What follows belongs to an exercise in optimizing a design on an open flow for small area; a production flow would make more cautious choices. Function was checked by simulation only, so behaviour that the tests miss may differ from the original. No driver is modelled on the clock port, so clocking that relies on it looks cheaper here than on a real chip. Power and IR drop assume default switching activity.

==> flow/design.v (excerpt) <==
module mcpu_ram_loader #(
    parameter int WORD_SIZE  = 8,
    parameter int ADDR_WIDTH = 8,
    parameter int LOAD_LEN   = 1 << ADDR_WIDTH
) (
    input  logic                  clk,
    input  logic                  reset,
    input  logic                  start,
    input  logic                  s_valid,
    input  logic [WORD_SIZE-1:0]  s_data,
    output logic                  s_ready,
    output logic                  we,
    output logic [WORD_SIZE-1:0]  datawr,
    output logic                  re,
    output logic [ADDR_WIDTH-1:0] addr,
    input  logic [WORD_SIZE-1:0]  datard,
    output logic [ADDR_WIDTH-1:0] instraddr,
    input  logic [WORD_SIZE-1:0]  instrrd,
    output logic                  busy,
    output logic                  done,
    output logic                  error,
    output logic [ADDR_WIDTH:0]   err_count,
    output logic [ADDR_WIDTH-1:0] first_err_addr
);
==> module mcpu_ram_loader, before the edit <==
module mcpu_ram_loader #(
    parameter int WORD_SIZE  = 8,
    parameter int ADDR_WIDTH = 8,
    parameter int LOAD_LEN   = 1 << ADDR_WIDTH
) (
    input  logic                  clk,
    input  logic                  reset,
    input  logic                  start,
    input  logic                  s_valid,
    input  logic [WORD_SIZE-1:0]  s_data,
    output logic                  s_ready,
    output logic                  we,
    output logic [WORD_SIZE-1:0]  datawr,
    output logic                  re,
    output logic [ADDR_WIDTH-1:0] addr,
    input  logic [WORD_SIZE-1:0]  datard,
    output logic [ADDR_WIDTH-1:0] instraddr,
    input  logic [WORD_SIZE-1:0]  instrrd,
    output logic                  busy,
    output logic                  done,
    output logic                  error,
    output logic [ADDR_WIDTH:0]   err_count,
    output logic [ADDR_WIDTH-1:0] first_err_addr
);
    typedef enum logic [2:0] {
        IDLE,
        LOAD_WAIT,
        WRITE,
        SETTLE,
        VERIFY,
        DONE
    } state_t;
    localparam int K  = 7;                   
    localparam int NR = 36;                  
    localparam int NB = K * NR;              
    localparam int NT = LOAD_LEN - NB;       
    localparam int D  = 4;                   
    localparam int UW = $clog2(K);
    localparam int PW = $clog2(D + 1);
    localparam int QW = $clog2(D);
    state_t                state, next_state;
    logic [ADDR_WIDTH-1:0] idx;
    logic [WORD_SIZE-1:0]  q [D];            
    logic [PW-1:0]         np;               
    logic [QW-1:0]         pos;              
    logic [UW-1:0]         u;                
    logic                  sh_l, hd_l;       
    logic                  sh;
    logic [UW-1:0]         tc;               
    logic                  tb;               
    logic                  h_in, h_rd;
    logic [UW-1:0]         rsl;              
    logic [WORD_SIZE-1:0]  ring [NR][K];
    logic [WORD_SIZE-1:0]  din, ref_word;
    logic                  mismatch;
    logic                  accept, last_word, in_ring;
    assign accept    = (state == LOAD_WAIT) && s_valid;
    assign last_word = (idx == ADDR_WIDTH'(LOAD_LEN - 1));
    assign in_ring   = (idx < ADDR_WIDTH'(NB));
    assign sh        = !sh_l;
    assign h_in = tb ^ (tc == UW'(K - 1));
    assign h_rd = tb ^ (tc < rsl);
    assign din = q[pos] ^ {WORD_SIZE{h_in}};
    logic                 flip;
    logic [WORD_SIZE-1:0] dx;
    assign ref_word = ring[NR-1][rsl];
    assign flip     = !h_rd;
    assign dx       = datard ^ ref_word;
    assign mismatch = (datard != instrrd) || (flip ? !(&dx) : (|dx));
    for (genvar i = 0; i < NR; i++) begin : g_ring
        logic [WORD_SIZE-1:0] prev;
        if (i == 0) begin : g_first
            assign prev = din;
        end else begin : g_next
            assign prev = ring[i-1][K-1];
        end
        always_ff @(posedge clk) begin
            ring[i][0] <= ~(({WORD_SIZE{sh_l}} | prev) & ({WORD_SIZE{hd_l}} | ring[i][K-1]));
            for (int j = 1; j < K; j++) ring[i][j] <= ring[i][j-1];
        end
    end
    always_ff @(posedge clk) begin
        if (accept) begin
            q[0] <= s_data;
            for (int j = 1; j < D; j++) q[j] <= q[j-1];
        end
    end
    logic          ins, sh_n;
    logic [PW-1:0] np1, np_n;
    logic [QW-1:0] pos_n;
    logic [UW-1:0] u_n;
    always_comb begin
        ins   = sh && (np != '0);
        np1   = np - PW'(ins);
        np_n  = np1 + PW'(accept && in_ring);
        if (state == SETTLE)      pos_n = QW'(NT - 1);
        else if (state == VERIFY) pos_n = pos - QW'(sh);
        else if (np1 != '0)       pos_n = pos - QW'(ins) + QW'(accept);
        else                      pos_n = '0;
        u_n   = sh ? u : ((u == UW'(K - 1)) ? '0 : u + 1'b1);
        sh_n  = (u_n == '0) && ((np_n != '0) || next_state == VERIFY);
    end
    always_ff @(posedge clk or posedge reset) begin
        if (reset) np <= '0;
        else       np <= np_n;
    end
    always_ff @(posedge clk) begin
        u   <= u_n;
        pos <= pos_n;
        sh_l <= !sh_n;
        hd_l <= sh_n;
        tc   <= (tc >= UW'(K - 1)) ? '0 : tc + 1'b1;
        tb   <= tb ^ (tc >= UW'(K - 1));
        if (state == SETTLE) rsl <= (u_n == '0) ? UW'(K - 1) : u_n - 1'b1;
    end
    always_ff @(posedge clk or posedge reset) begin
        if (reset) state <= IDLE;
        else       state <= next_state;
    end
    always_ff @(posedge clk or posedge reset) begin
        if (reset) begin
            idx            <= '0;
            err_count      <= '0;
            first_err_addr <= '0;
        end else begin
            case (state)
                IDLE, DONE: begin
                    if (start) begin
                        err_count      <= '0;
                        first_err_addr <= '0;
                    end
                end
                WRITE:     idx <= idx + 1'b1;
                VERIFY: begin
                    if (mismatch) begin
                        err_count <= err_count + 1'b1;
                        if (err_count == '0) first_err_addr <= idx;
                    end
                    idx <= idx + 1'b1;
                end
                default: ;
            endcase
        end
    end
    always_comb begin
        next_state = state;
        s_ready    = 1'b0;
        we         = 1'b0;
        re         = 1'b0;
        datawr     = '0;
        addr       = '0;
        instraddr  = '0;
        busy       = 1'b0;
        done       = 1'b0;
        error      = 1'b0;
        case (state)
            IDLE: if (start) next_state = LOAD_WAIT;
            LOAD_WAIT: begin
                s_ready = 1'b1;
                busy    = 1'b1;
                if (s_valid) next_state = WRITE;
            end
            WRITE: begin
                we         = 1'b1;
                datawr     = q[0];
                addr       = idx;
                busy       = 1'b1;
                next_state = last_word ? SETTLE : LOAD_WAIT;
            end
            SETTLE: begin
                busy       = 1'b1;
                next_state = VERIFY;
            end
            VERIFY: begin
                re        = 1'b1;
                addr      = idx;
                instraddr = idx;
                busy      = 1'b1;
                if (last_word) next_state = DONE;
            end
            DONE: begin
                done  = 1'b1;
                error = (err_count != '0);
                if (start) next_state = LOAD_WAIT;
            end
            default: next_state = IDLE;
        endcase
    end
endmodule
==> flow/config.mk <==
export PLATFORM = sky130hd
export DESIGN_NAME = mcpu_ram_loader
export DESIGN_NICKNAME = mcpu_ram_loader
export VERILOG_FILES = /design/flow/design.v
export SDC_FILE = /design/flow/constraint.sdc
export NUM_CORES = 4
export LEC_CHECK = 0
export CAP_MARGIN = 20
export CORE_MARGIN = 2
export CORE_UTILIZATION = 40
export SLEW_MARGIN = 20
==> flow/constraint.sdc <==
create_clock -name core_clock -period 10.0 [get_ports {clk}]
set_input_delay 2.0000 -clock core_clock [delete_from_list [all_inputs] [get_ports {clk}]]
set_output_delay 2.0000 -clock core_clock [all_outputs]
set_load 0.01 [all_outputs]
standard.sh (not shown) runs the stock make flow with config.mk's settings and CLKGATE_MAP_FILE= SYNTH_SCRIPT=/design/flow/synth_recipe.tcl, a recipe that flattens the netlist after the stock synthesis.
==> flow/flow/run.sh <==
#!/bin/bash
# Standard ORFS layout with three changes:
#  - after the standard synthesis, the combinational logic is mapped again
#    with an area-oriented ABC script, which gives a smaller netlist; every
#    register keeps its instance name and cell, and the new netlist is only
#    used if Yosys proves it equivalent to the standard one;
#  - a leaner clock tree: no dummy loads, clkbuf_8 leaf buffers driving
#    clusters of flip-flops, the largest cluster size (from 22 down to 17)
#    whose largest flip-flop clock-pin slew after CTS stays under 118 ps;
#  - buf_1 port buffers.
# Each tool's output goes to a log file of its own in this folder.
set -euo pipefail
P=${FLOW_PLATFORM:-sky130hd}
TOP=${FLOW_TOP:-mcpu_ram_loader}
FH=${FLOW_HOME:-/OpenROAD-flow-scripts/flow}
LIB=$FH/platforms/$P/lib/sky130_fd_sc_hd__tt_025C_1v80.lib
R=orfs/results/$P/mcpu_ram_loader/base
YOSYS=$(command -v yosys || echo "$FH/../tools/install/yosys/bin/yosys")
CTS_BASE="-sink_clustering_enable -repair_clock_nets -dont_use_dummy_load -buf_list sky130_fd_sc_hd__clkbuf_8 -sink_clustering_max_diameter 60"
export CTS_ARGS="$CTS_BASE -sink_clustering_size 19"
export BUFFER_PORTS_ARGS="-buffer_cell sky130_fd_sc_hd__buf_1"

bash standard.sh synth > synth.log 2>&1

# ---- map the combinational logic again ----
cp $R/1_2_yosys.v std_netlist.v
python3 flow/mkcells.py $LIB comb_cells.v > mkcells.log 2>&1
DU=$(make -s -C $FH DESIGN_CONFIG=$PWD/config.mk WORK_HOME=$PWD/orfs print-DONT_USE_CELLS 2> make_print.log | tail -1 | tr ' ' '\n' | grep '^sky130' | sed 's/^/-dont_use /' | tr '\n' ' ' || true)
cat > remap.ys <<YS
read_verilog comb_cells.v
read_liberty -lib -ignore_redef $LIB
read_verilog std_netlist.v
hierarchy -top $TOP
flatten
opt_clean -purge
simplemap
abc -liberty $LIB $DU -script +strash;dc2;dc2;strash;dch,-f;map,-a;topo;dnsize;amap
opt_clean -purge
rename -hide w:_*_.*
opt_clean -purge
hilomap -singleton -hicell sky130_fd_sc_hd__conb_1 HI -locell sky130_fd_sc_hd__conb_1 LO
insbuf -buf sky130_fd_sc_hd__buf_1 A X
read_liberty -lib -ignore_redef $LIB
check -assert -mapped
stat -liberty $LIB
write_verilog -noattr -nohex -nodec remap_netlist.v
YS
ok=0
if $YOSYS -s remap.ys > remap.log 2>&1; then
  # same registers: instance names and cell types
  grep -oE '^\s*sky130_fd_sc_hd__e?df[a-z]*_[0-9]+ \S+' std_netlist.v | sort > regs_std.txt || true
  grep -oE '^\s*sky130_fd_sc_hd__e?df[a-z]*_[0-9]+ \S+' remap_netlist.v | sort > regs_new.txt || true
  if [[ -s regs_std.txt ]] && cmp -s regs_std.txt regs_new.txt; then
    sed "s/^module $TOP\b/module gold/" std_netlist.v > eq_gold.v
    sed -e "s/^module $TOP\b/module gate/" -e 's/\b_\([0-9][0-9]*\)_\b/gx_\1_/g' remap_netlist.v > eq_gate.v
    cat > equiv.ys <<YS
read_verilog comb_cells.v
read_liberty -lib -ignore_redef $LIB
read_verilog eq_gold.v
read_verilog eq_gate.v
hierarchy -check
flatten gold gate
opt_clean
simplemap
equiv_make gold gate eq
hierarchy -top eq
equiv_simple
equiv_induct
equiv_status -assert
YS
    if $YOSYS -s equiv.ys > equiv.log 2>&1; then ok=1; fi
  fi
fi
if [[ $ok == 1 ]]; then
  echo "remapped netlist used" > remap_result.txt
  cp remap_netlist.v $R/1_2_yosys.v
  rm -f $R/1_synth.odb $R/1_synth.sdc
else
  echo "standard netlist kept" > remap_result.txt
fi

bash standard.sh place > place.log 2>&1

# ---- clock tree: largest clusters whose clock-pin slew stays low ----
chosen=""
for cs in 22 21 20 19 18 17; do
  rm -f $R/4_* orfs/logs/$P/mcpu_ram_loader/base/4_*
  export CTS_ARGS="$CTS_BASE -sink_clustering_size $cs"
  bash standard.sh cts > cts_$cs.log 2>&1
  SLEW_LIB=$LIB SLEW_ODB=$R/4_1_cts.odb SLEW_SDC=$R/4_cts.sdc FLOW_PLATFORM=$P FLOW_HOME=$FH \
    openroad -no_init -exit flow/slew.tcl > slew_$cs.log 2>&1 || true
  s=$(awk '/^MAX_CLK_PIN_SLEW/{print $2}' slew_$cs.log)
  echo "cluster $cs slew ${s:-none}" >> cts_choice.txt
  if [[ -n "$s" ]] && awk -v s="$s" 'BEGIN{exit !(s <= 0.118)}'; then chosen=$cs; break; fi
done
echo "chosen ${chosen:-17}" >> cts_choice.txt

bash standard.sh > standard.log 2>&1
Other scripts of this flow, unchanged in this note and not shown: flow/flow/mkcells.py, flow/flow/slew.tcl
==> next run, changes <==
--- a/flow/design.v
+++ b/flow/design.v
@@ -100,18 +100,27 @@
         u_n   = sh ? u : ((u == UW'(K - 1)) ? '0 : u + 1'b1);
         sh_n  = (u_n == '0) && ((np_n != '0) || next_state == VERIFY);
     end
     always_ff @(posedge clk or posedge reset) begin
-        if (reset) np <= '0;
-        else       np <= np_n;
+        if (reset) begin
+            np   <= '0;
+            u    <= '0;
+            pos  <= '0;
+            sh_l <= 1'b1;
+            hd_l <= 1'b0;
+            tc   <= '0;
+            tb   <= 1'b0;
+        end else begin
+            np   <= np_n;
+            u    <= u_n;
+            pos  <= pos_n;
+            sh_l <= !sh_n;
+            hd_l <= sh_n;
+            tc   <= (tc >= UW'(K - 1)) ? '0 : tc + 1'b1;
+            tb   <= tb ^ (tc >= UW'(K - 1));
+        end
     end
     always_ff @(posedge clk) begin
-        u   <= u_n;
-        pos <= pos_n;
-        sh_l <= !sh_n;
-        hd_l <= sh_n;
-        tc   <= (tc >= UW'(K - 1)) ? '0 : tc + 1'b1;
-        tb   <= tb ^ (tc >= UW'(K - 1));
         if (state == SETTLE) rsl <= (u_n == '0) ? UW'(K - 1) : u_n - 1'b1;
     end
     always_ff @(posedge clk or posedge reset) begin
         if (reset) state <= IDLE;
The new run ran to the end with no violations.
Via count rises by 0.97%.
Die area hardly moves.
Synthesized cell count rises by about 0.5%.
Total power falls by 32%.
Wire length rises by 0.84%.
Final area is about the same.
Worst setup slack is better by 1.4 ns.
Area after synthesis barely changes.
First-iteration DRC count rises by 24%.
Count of clock-buffer cells in the layout falls by 11.
Utilization stays flat.
Clock power falls by about 4%.
Maximum frequency rises by about 30%.
Critical path depth falls by 4.

-- what the ideal ports hide --
The flow's constraints put no driver on any port. The routed layouts listed below were extracted and timed again, unchanged, in two steps. Step 1, drivers: a clkbuf_16 drives clk and a buf_2 each remaining input, both assumed. Step 2 adds t to the input delays and takes it off the output delays; t is the mean of the earliest and latest rising clock arrival at the registers after step 1. Input paths then give back, and output paths get back, about the clock's delay inside the block. Slacks: ideal / step 1 / step 2; pairs: ideal / step 1.
run	shift t [ns]	setup slack, ns	worst setup path at the end	slew at the worst register clock pin (ns)
the first run	0.827	3.864 / 3.805 / 2.978	input to register	0.11 / 0.11
the second run	0.808	5.269 / 5.205 / 4.922	input to register	0.12 / 0.12
After both steps every run listed still meets setup and hold. For the first run, which loses most, drivers alone change the setup slack by -0.059 ns; drivers and shift together by -0.886 ns.
